Source: an optimization exercise on an open RTL-to-GDS flow (aim: small area). Production flows keep margins and buffers that such runs may drop. The RTL was checked by simulation tests, not by an equivalence proof against the original design.

==> flow/design.v <==
`default_nettype none
package clk_div_pkg;
    typedef logic [10-1:0] master_t;
    typedef logic [8-1:0]   duty_t;
    typedef logic [13-1:0]     ch_time_t;
    typedef logic [1:0]              ch_idx_t;
    typedef logic [2:0]              ratio_t;
    localparam logic [3*4-1:0] CH_RATIO = {3'd5, 3'd3, 3'd2, 3'd1};
    typedef enum logic [1:0] {
        CALC_LOAD,
        CALC_DIVIDE,
        CALC_WRITE,
        CALC_COMMIT
    } calc_state_t;
endpackage
`default_nettype wire
`default_nettype none
module clk_divider_top (
    input  wire logic                 int_osc,
    input  wire logic                 rst,
    input  wire clk_div_pkg::master_t master_period_i,
    input  wire clk_div_pkg::duty_t   duty_cycle_i,
    output logic [4-1:0]     wave_o
);
    logic [6:0] t_q;
    logic       t_end;
    logic       t_mul;
    logic       t_div;
    assign t_end = (t_q == 7'd92);
    assign t_mul = (t_q[6:3] == 4'd1);
    assign t_div = (t_q[6:4] == 3'd1) && !(t_q[3] && (t_q[2] || t_q[1]));
    always_ff @(posedge int_osc or posedge rst) begin
        if (rst) begin
            t_q <= '0;
        end else begin
            t_q <= t_end ? 7'd0 : t_q + 7'd1;
        end
    end
    logic [9:0]  ms_q;
    logic [17:0] pr_q;
    logic [10:0] mul_sum;
    logic [8:0]  rem_sh;
    logic [8:0]  rem_inc;
    logic [9:0]  mul_b;
    logic [10:0] mc;
    assign mul_b = pr_q[0] ? ms_q : 10'd0;
    assign mc[0] = 1'b0;
    for (genvar i = 0; i < 10; i++) begin : g_mul
        assign mul_sum[i] = pr_q[8+i] ^ mul_b[i] ^ mc[i];
        assign mc[i+1]    = (pr_q[8+i] & mul_b[i]) | (mc[i] & (pr_q[8+i] ^ mul_b[i]));
    end
    assign mul_sum[10] = mc[10];
    assign rem_sh  = {pr_q[17:10], pr_q[9]};
    logic       qbit;
    logic [8:0] rc;
    assign qbit  = rem_sh[8] || (rem_sh[7:0] == 8'hff);
    assign rc[0] = qbit;
    for (genvar i = 0; i < 8; i++) begin : g_rinc
        assign rem_inc[i] = rem_sh[i] ^ rc[i];
        assign rc[i+1]    = rc[i] & rem_sh[i];
    end
    assign rem_inc[8] = qbit;
    always_ff @(posedge int_osc) begin
        if (t_q == 7'd0) begin
            ms_q <= master_period_i;
            pr_q <= {10'd0, duty_cycle_i};
        end else if (t_mul) begin
            pr_q <= {mul_sum, pr_q[7:1]};
        end else if (t_div) begin
            pr_q <= {rem_inc[7:0], pr_q[8:0], qbit};
        end
    end
    logic [7:0] e_new;
    logic [2:0] z_new;
    assign e_new = pr_q[17:10];
    logic [7:1] g;
    assign g[1] = (e_new >= 8'd51);
    assign g[2] = (e_new >= 8'd85);
    assign g[3] = (e_new >= 8'd102);
    assign g[4] = e_new[7];
    assign g[5] = (e_new >= 8'd153);
    assign g[6] = (e_new >= 8'd170);
    assign g[7] = (e_new >= 8'd204);
    assign z_new = {g[4], (g[2] && !g[4]) || g[6],
                    (g[1] && !g[2]) || (g[3] && !g[4]) || (g[5] && !g[6]) || g[7]};
    logic       vld_q;
    logic       upd_q;
    logic [9:0] m_q;
    logic [9:0] h_q;
    logic [2:0] z_q;
    logic       d1_q;
    logic [1:0] d2_q;
    logic [2:0] d3_q;
    logic       diff;
    assign diff = !vld_q || (ms_q != m_q) || (pr_q[9:0] != h_q)
               || (z_new != z_q);
    assign d1_q = z_q[2];
    assign d2_q = {z_q[2] && z_q[1], (z_q >= 3'd2) && (z_q <= 3'd5)};
    assign d3_q = {z_q == 3'd7, z_q[2] ^ (z_q[1] && z_q[0]), z_q[1] ^ z_q[0]};
    always_ff @(posedge int_osc or posedge rst) begin
        if (rst) begin
            vld_q <= 1'b0;
            upd_q <= 1'b0;
        end else begin
            upd_q <= t_end && diff;
            if (t_end) begin
                vld_q <= 1'b1;
            end
        end
    end
    always_ff @(posedge int_osc) begin
        if (t_end) begin
            m_q  <= ms_q;
            h_q  <= pr_q[9:0];
            z_q  <= z_new;
        end
    end
    logic [9:0]  c_q;
    logic        j1_q;
    logic [1:0]  j2_q;
    logic [2:0]  j3_q;
    logic        r1_q;
    logic [1:0]  r2_q;
    logic [2:0]  r3_q;
    logic [9:0]  h1_q;
    logic [9:0]  h2_q;
    logic [9:0]  h3_q;
    logic [9:0]  c_inc;
    logic        cwrap;
    logic        w0, w1, w2, w3;
    logic        e1, e2, e3;
    logic [9:0]  c_nxt;
    logic        r1_nxt;
    logic [1:0]  r2_nxt;
    logic [2:0]  r3_nxt;
    logic [9:0]  h1_nxt;
    logic [9:0]  h2_nxt;
    logic [9:0]  h3_nxt;
    logic [10:0] ci;
    assign ci[0] = 1'b1;
    for (genvar i = 0; i < 10; i++) begin : g_inc
        assign c_inc[i] = c_q[i] ^ ci[i];
        assign ci[i+1]  = ci[i] & c_q[i];
    end
    assign cwrap = (c_inc == m_q);
    assign w0 = upd_q || cwrap;
    assign w1 = upd_q || (cwrap && j1_q);
    assign w2 = upd_q || (cwrap && (j2_q == 2'd2));
    assign w3 = upd_q || (cwrap && (j3_q == 3'd4));
    assign e1 = r1_q;
    assign e2 = (r2_q == 2'd2);
    assign e3 = (r3_q == 3'd4);
    assign c_nxt  = w0 ? 10'd0 : c_inc;
    assign r1_nxt = (w1 || e1) ? 1'b0 : 1'b1;
    assign r2_nxt = (w2 || e2) ? 2'd0 : r2_q + 2'd1;
    assign r3_nxt = (w3 || e3) ? 3'd0 : r3_q + 3'd1;
    logic [10:0] b1, b2, b3;
    logic [9:0]  h1_dec, h2_dec, h3_dec;
    assign b1[0] = e1;
    assign b2[0] = e2;
    assign b3[0] = e3;
    for (genvar i = 0; i < 10; i++) begin : g_dec
        assign h1_dec[i] = h1_q[i] ^ b1[i];
        assign b1[i+1]   = b1[i] & ~h1_q[i];
        assign h2_dec[i] = h2_q[i] ^ b2[i];
        assign b2[i+1]   = b2[i] & ~h2_q[i];
        assign h3_dec[i] = h3_q[i] ^ b3[i];
        assign b3[i+1]   = b3[i] & ~h3_q[i];
    end
    assign h1_nxt = w1 ? h_q : h1_dec;
    assign h2_nxt = w2 ? h_q : h2_dec;
    assign h3_nxt = w3 ? h_q : h3_dec;
    always_ff @(posedge int_osc) begin
        c_q  <= c_nxt;
        r1_q <= r1_nxt;
        r2_q <= r2_nxt;
        r3_q <= r3_nxt;
        h1_q <= h1_nxt;
        h2_q <= h2_nxt;
        h3_q <= h3_nxt;
        if (w1) begin
            j1_q <= 1'b0;
        end else if (cwrap) begin
            j1_q <= 1'b1;
        end
        if (w2) begin
            j2_q <= 2'd0;
        end else if (cwrap) begin
            j2_q <= j2_q + 2'd1;
        end
        if (w3) begin
            j3_q <= 3'd0;
        end else if (cwrap) begin
            j3_q <= j3_q + 3'd1;
        end
    end
    always_ff @(posedge int_osc or posedge rst) begin
        if (rst) begin
            wave_o <= '0;
        end else begin
            wave_o[0] <= w0 ? (vld_q && (h_q != 10'd0))
                            : (wave_o[0] && (c_nxt != h_q));
            wave_o[1] <= w1 ? (vld_q && ((h_q != 10'd0) || d1_q))
                            : (wave_o[1] && !((h1_nxt == 10'd0) && (r1_nxt == d1_q)));
            wave_o[2] <= w2 ? (vld_q && ((h_q != 10'd0) || (d2_q != 2'd0)))
                            : (wave_o[2] && !((h2_nxt == 10'd0) && (r2_nxt == d2_q)));
            wave_o[3] <= w3 ? (vld_q && ((h_q != 10'd0) || (d3_q != 3'd0)))
                            : (wave_o[3] && !((h3_nxt == 10'd0) && (r3_nxt == d3_q)));
        end
    end
endmodule
`default_nettype wire
==> flow/config.mk <==
export PLATFORM = sky130hd
export DESIGN_NAME = clk_divider_top
export DESIGN_NICKNAME = clk_divider_top
export VERILOG_FILES = /design/flow/design.v
export SDC_FILE = /design/flow/constraint.sdc
export NUM_CORES = 4
export LEC_CHECK = 0
export CAP_MARGIN = 20
export CORE_MARGIN = 2
export CORE_UTILIZATION = 70
export SLEW_MARGIN = 20
==> flow/constraint.sdc <==
create_clock -name core_clock -period 12.0 [get_ports {int_osc}]
set_input_delay 2.4000 -clock core_clock [delete_from_list [all_inputs] [get_ports {int_osc}]]
set_output_delay 2.4000 -clock core_clock [all_outputs]
set_load 0.01 [all_outputs]
standard.sh (not shown) runs the stock make flow with config.mk's settings and CLKGATE_MAP_FILE= SYNTH_SCRIPT=/design/flow/synth_recipe.tcl, a recipe that flattens the netlist after the stock synthesis.
==> flow/flow/run.sh <==
#!/bin/bash
# Own layout flow: the standard synthesis and layout (standard.sh), with
# the smallest buffer on each port and a clock tree without dummy loads.
set -euo pipefail
bash standard.sh synth > synth.log 2>&1
export BUFFER_PORTS_ARGS="-buffer_cell sky130_fd_sc_hd__buf_1"
export CTS_ARGS="-sink_clustering_enable -repair_clock_nets -dont_use_dummy_load -buf_list sky130_fd_sc_hd__clkbuf_8 -sink_clustering_size 30 -sink_clustering_max_diameter 100"
bash standard.sh finish > layout.log 2>&1
Rerun with:
==> flow/flow/run.sh (replaced) <==
#!/bin/bash
# Own layout flow: the standard synthesis and layout (standard.sh), with
# the smallest buffer on each port and a clock tree without dummy loads.
set -euo pipefail
bash standard.sh synth > synth.log 2>&1
export BUFFER_PORTS_ARGS="-buffer_cell sky130_fd_sc_hd__buf_1"
export CTS_ARGS="-sink_clustering_enable -repair_clock_nets -dont_use_dummy_load -buf_list sky130_fd_sc_hd__clkbuf_4 -sink_clustering_size 16 -sink_clustering_max_diameter 60"
bash standard.sh finish > layout.log 2>&1
Via count came out higher by 0.47%.
Die area is unchanged.
Final cell count is unchanged.
Setup slack improved by 0.012 ns.
Wire length drops by 0.79%.
Fmax barely changes.
Critical path depth does not change.
Hold slack improved by 0.0047 ns.

-- port drivers added, routing unchanged --
The flow's constraints put no driver on any port. The routed layouts listed below were extracted and timed again, unchanged, in two steps.
Step 1 assumes that a clkbuf_16 drives the clock port and a buf_2 every other input.
Step 2 moves the port delays by t, midway between the first and last clock arrival at a register: inputs arrive t later, outputs are due t later. That takes back most of the time a late clock gives input paths.
Three values: ideal ports, drivers, drivers and shift; two values: the first two.
run	shift t [ns]	setup WS [ns]	worst setup path after step 2	worst register clock-pin slew, ns	cell pins on the clock port's net
the first run	0.434	7.639 / 7.639 / 7.639	register to register	0.07 / 0.07	1
the second run	0.494	7.651 / 7.651 / 7.651	register to register	0.11 / 0.11	1
After both steps setup and hold are still met in every run listed.
